From an optimization exercise on the open Yosys and OpenROAD flow, aimed at small area, a short achievable clock period and few clock cycles per item; shortcuts taken in it are not production practice.
RTL that was checked went through simulation tests only; none was proved equivalent to the original.
Power is estimated from default activity; no workload was simulated.

// text_to_integer_any_base_top
module text_to_integer_any_base_top (
	input  logic                      clk,
	input  logic                      arst_n,
	input  logic                      chars_valid,
	output logic                      chars_ready,
	input  logic [7:0]                chars_ch,
	output logic                      result_valid,
	input  logic                      result_ready,
	output logic signed [31:0]        result_value,
	output logic                      result_base_ok,
	input  logic                      cfg_valid,
	output logic                      cfg_ready,
	input  logic [1:0]                cfg_index,
	input  logic [63:0]               cfg_data
);
	logic [15:0][7:0] alpha;
	logic [4:0]       radix;
	logic [1:0]       written;
	logic             cfg_fire;
	tti_cfg u_cfg (
		.clk       (clk),
		.arst_n    (arst_n),
		.cfg_valid (cfg_valid),
		.cfg_ready (cfg_ready),
		.cfg_index (cfg_index),
		.cfg_data  (cfg_data),
		.alpha     (alpha),
		.radix     (radix),
		.written   (written),
		.cfg_fire  (cfg_fire)
	);
	tti_parse u_parse (
		.clk            (clk),
		.arst_n         (arst_n),
		.chars_valid    (chars_valid),
		.chars_ready    (chars_ready),
		.chars_ch       (chars_ch),
		.result_valid   (result_valid),
		.result_ready   (result_ready),
		.result_value   (result_value),
		.result_base_ok (result_base_ok),
		.alpha          (alpha),
		.radix          (radix),
		.written        (written),
		.cfg_fire       (cfg_fire)
	);
endmodule
Size in the first run: ~1300 cells after synthesis, about 120 I/O pins.
==> flow/config.mk <==
export PLATFORM = sky130hd
export DESIGN_NAME = text_to_integer_any_base_top
export DESIGN_NICKNAME = text_to_integer_any_base_top
export VERILOG_FILES = /design/flow/design.v
export SDC_FILE = /design/flow/constraint.sdc
export NUM_CORES = 4
export LEC_CHECK = 0
export CAP_MARGIN = 20
export CORE_MARGIN = 2
export CORE_UTILIZATION = 40
export SLEW_MARGIN = 20
==> flow/constraint.sdc <==
create_clock -name core_clock -period 7.0 [get_ports {clk}]
set_input_delay 1.4000 -clock core_clock [delete_from_list [all_inputs] [get_ports {clk}]]
set_output_delay 1.4000 -clock core_clock [all_outputs]
set_load 0.01 [all_outputs]
run.sh (not shown) runs the stock make flow with config.mk's settings and CLKGATE_MAP_FILE= SYNTH_SCRIPT=/design/flow/synth_recipe.tcl, a recipe that flattens the netlist after the stock synthesis.
Change:
- ABC_CLOCK_PERIOD_IN_PS: default -> 3000
- CORE_UTILIZATION: 40 -> 60
- PLACE_DENSITY: default -> 0.75
- SETUP_SLACK_MARGIN: default -> 3.5
- The changed run produced a clean layout
- die area shrinks by about 33%
- cell count shrinks by 0.48%
- final area goes up by about 12%
- register-to-register slack gets better by 1.2 ns
- synthesized area is unchanged
- worst hold slack gets better by 0.023 ns
- global-route usage grows by 12 points
- utilization is higher by 32 points
- non-clock buffer count increases by 128
Change:
- CORE_UTILIZATION: 60 -> 40
- PLACE_DENSITY: 0.75 -> default
Outcome:
- cell count goes up by about 10%
- wire length rose by 3.3%
- maximum frequency climbs by 3.4%
- utilization falls by 24 points
- count of clock-buffer cells in the layout went up by 2
- synthesized area does not change
- die area grows by 49%
- clock power came out lower by about 6%
No functional check of the RTL was part of any run of this note.

Another version of the RTL of text_to_integer_any_base_top (not shown whole).
Size in the first run: roughly 1400 cells after synthesis, roughly 16000 µm² of cells after synthesis.
export LEC_CHECK = 0
export CAP_MARGIN = 20
export CORE_MARGIN = 2
export CORE_UTILIZATION = 60
export CTS_BUF_LIST = sky130_fd_sc_hd__clkbuf_8
export SETUP_SLACK_MARGIN = 3.5
export SLEW_MARGIN = 20
create_clock -name core_clock -period 7.0 [get_ports {clk}]
standard.sh (not shown) runs the stock make flow with config.mk's settings and CLKGATE_MAP_FILE= SYNTH_SCRIPT=/design/flow/synth_recipe.tcl, a recipe that flattens the netlist after the stock synthesis.
==> flow/flow/run.sh <==
#!/bin/bash
# The standard layout (standard.sh: unchanged synthesis and steps), with two
# sizing choices: the input and output ports are buffered with the smallest
# buffer, and the full-adder cells of the synthesized netlist are swapped
# for the next drive strength (fa_1 -> fa_2) before floorplanning.
set -euo pipefail
export BUFFER_PORTS_ARGS="-buffer_cell sky130_fd_sc_hd__buf_1"
bash standard.sh synth > standard_synth.log 2>&1
R=orfs/results/sky130hd/text_to_integer_any_base_top/base
cat > upsize_fa.tcl <<EOT
read_db $R/1_synth.odb
set db [ord::get_db]
set block [[\$db getChip] getBlock]
set fa2 [\$db findMaster sky130_fd_sc_hd__fa_2]
set n 0
foreach inst [\$block getInsts] {
  if {[[\$inst getMaster] getName] eq "sky130_fd_sc_hd__fa_1"} {
    \$inst swapMaster \$fa2
    incr n
  }
}
puts "swapped \$n full adders"
write_db $R/1_synth.odb
EOT
openroad -no_init -exit upsize_fa.tcl > upsize_fa.log 2>&1
bash standard.sh > standard.log 2>&1
Testbench counts at the start, summed over its fixed seeds: cycles 18,101, chars 17,357.
Rerun with:
==> flow/flow/run.sh (replaced) <==
#!/bin/bash
# The standard layout (standard.sh, unchanged synthesis and steps), except
# that the input and output ports are buffered with the smallest buffer.
set -o pipefail
export BUFFER_PORTS_ARGS="-buffer_cell sky130_fd_sc_hd__buf_1"
bash standard.sh > standard.log 2>&1
- SETUP_SLACK_MARGIN: 3.5 -> 4.0
Effect: The changed run finished clean; final area came out higher by 3.0%; cell count went up by 2.9%; wire length rose by 11%; setup slack gets better by 0.033 ns; hold slack gains 0.014 ns; combinational power rose by 22%; global-route usage increases by 2.1 points; sequential share of layout area came out lower by 0.88 points; first-iteration DRC count climbs by 12%; clock-buffer cell count shrinks by 1; critical path depth stays the same.
Rerun with:
==> flow/run.sh (new file) <==
#!/bin/bash
# synth_recipe.tcl (not shown) runs the flow's synth.tcl, then flattens the netlist and writes it again
# the make line also repeats each setting of config.mk as NAME=value (left out here)
make -C /OpenROAD-flow-scripts/flow DESIGN_CONFIG=/design/flow/config.mk WORK_HOME=/design/flow/orfs CLKGATE_MAP_FILE= SYNTH_SCRIPT=/design/flow/synth_recipe.tcl finish
- SETUP_SLACK_MARGIN: 4.0 -> 3.5
removed: flow/flow/run.sh
removed: flow/standard.sh
Outcome: The changed run went through all stages and came out clean; critical path depth went up by 2; count of clock-buffer cells in the layout went up by 4; fmax hardly moves; final area went down slightly; total power went down by a few percent; area after synthesis is unchanged; via count went down by a few percent; worst setup slack hardly moves.
Rerun with:
==> flow/flow/run.sh (new file) <==
#!/bin/bash
# The standard layout (standard.sh, unchanged synthesis and steps), except
# that the input and output ports are buffered with the smallest buffer.
set -o pipefail
export BUFFER_PORTS_ARGS="-buffer_cell sky130_fd_sc_hd__buf_1"
bash standard.sh > standard.log 2>&1
==> flow/standard.sh (new file) <==
#!/bin/bash
# synth_recipe.tcl (not shown) runs the flow's synth.tcl, then flattens the netlist and writes it again
# the make line also repeats each setting of config.mk as NAME=value (left out here)
make -C /OpenROAD-flow-scripts/flow DESIGN_CONFIG=/design/flow/config.mk WORK_HOME=/design/flow/orfs CLKGATE_MAP_FILE= SYNTH_SCRIPT=/design/flow/synth_recipe.tcl "${@:-finish}"
removed: flow/run.sh
After rerunning: The new run finished with timing, DRC and antenna clean; non-clock buffer count rose by 1; cell count barely changes; synthesized area is unchanged; clock power came out lower by roughly a tenth; routed wire length increases slightly; setup slack is worse by 0.030 ns; cell area goes down by a few percent.

[port drivers added, routing unchanged]
The flow's constraints put no driver on any port. The routed layouts listed below were extracted and timed again, unchanged, in two steps. Step 1: set_driving_cell puts a clkbuf_16 on clk and a buf_2 on each other input, an assumption about the parent block. Step 2 adds t to the input delays and takes it off the output delays; t is the mean of the earliest and latest rising clock arrival at the registers after step 1. Input paths then give back, and output paths get back, about the clock's delay inside the block. Three values: no drivers, after step 1, after step 2; two values: the first two.
run | shift t [ns] | setup WS [ns] | worst setup path at the end | clock arrival spread, ns | worst slew at a driven data input, ns
the first run of note 1 | 0.514 | 0.696 / 0.696 / 0.696 | register to register | 0.019 / 0.019 | 0.07
the second run of note 1 | 0.485 | 1.908 / 1.908 / 1.908 | register to register | 0.017 / 0.017 | 0.07
the third run of note 1 | 0.512 | 2.078 / 2.078 / 2.078 | register to register | 0.018 / 0.019 | 0.09
the first run of note 2 | 0.596 | 3.629 / 3.629 / 3.629 | register to register | 0.022 / 0.022 | 0.04
the second run of note 2 | 0.615 | 3.662 / 3.662 / 3.662 | register to register | 0.041 / 0.040 | 0.04
the third run of note 2 | 0.611 | 3.661 / 3.661 / 3.185 | input to register | 0.023 / 0.022 | 0.04
the fourth run of note 2 | 0.579 | 3.632 / 3.632 / 3.632 | register to register | 0.013 / 0.013 | 0.04
After both steps setup and hold are still met in every run listed. The setup slack of the third run of note 2, which loses most, moves by 0.000 ns with the drivers and by -0.476 ns with both steps.
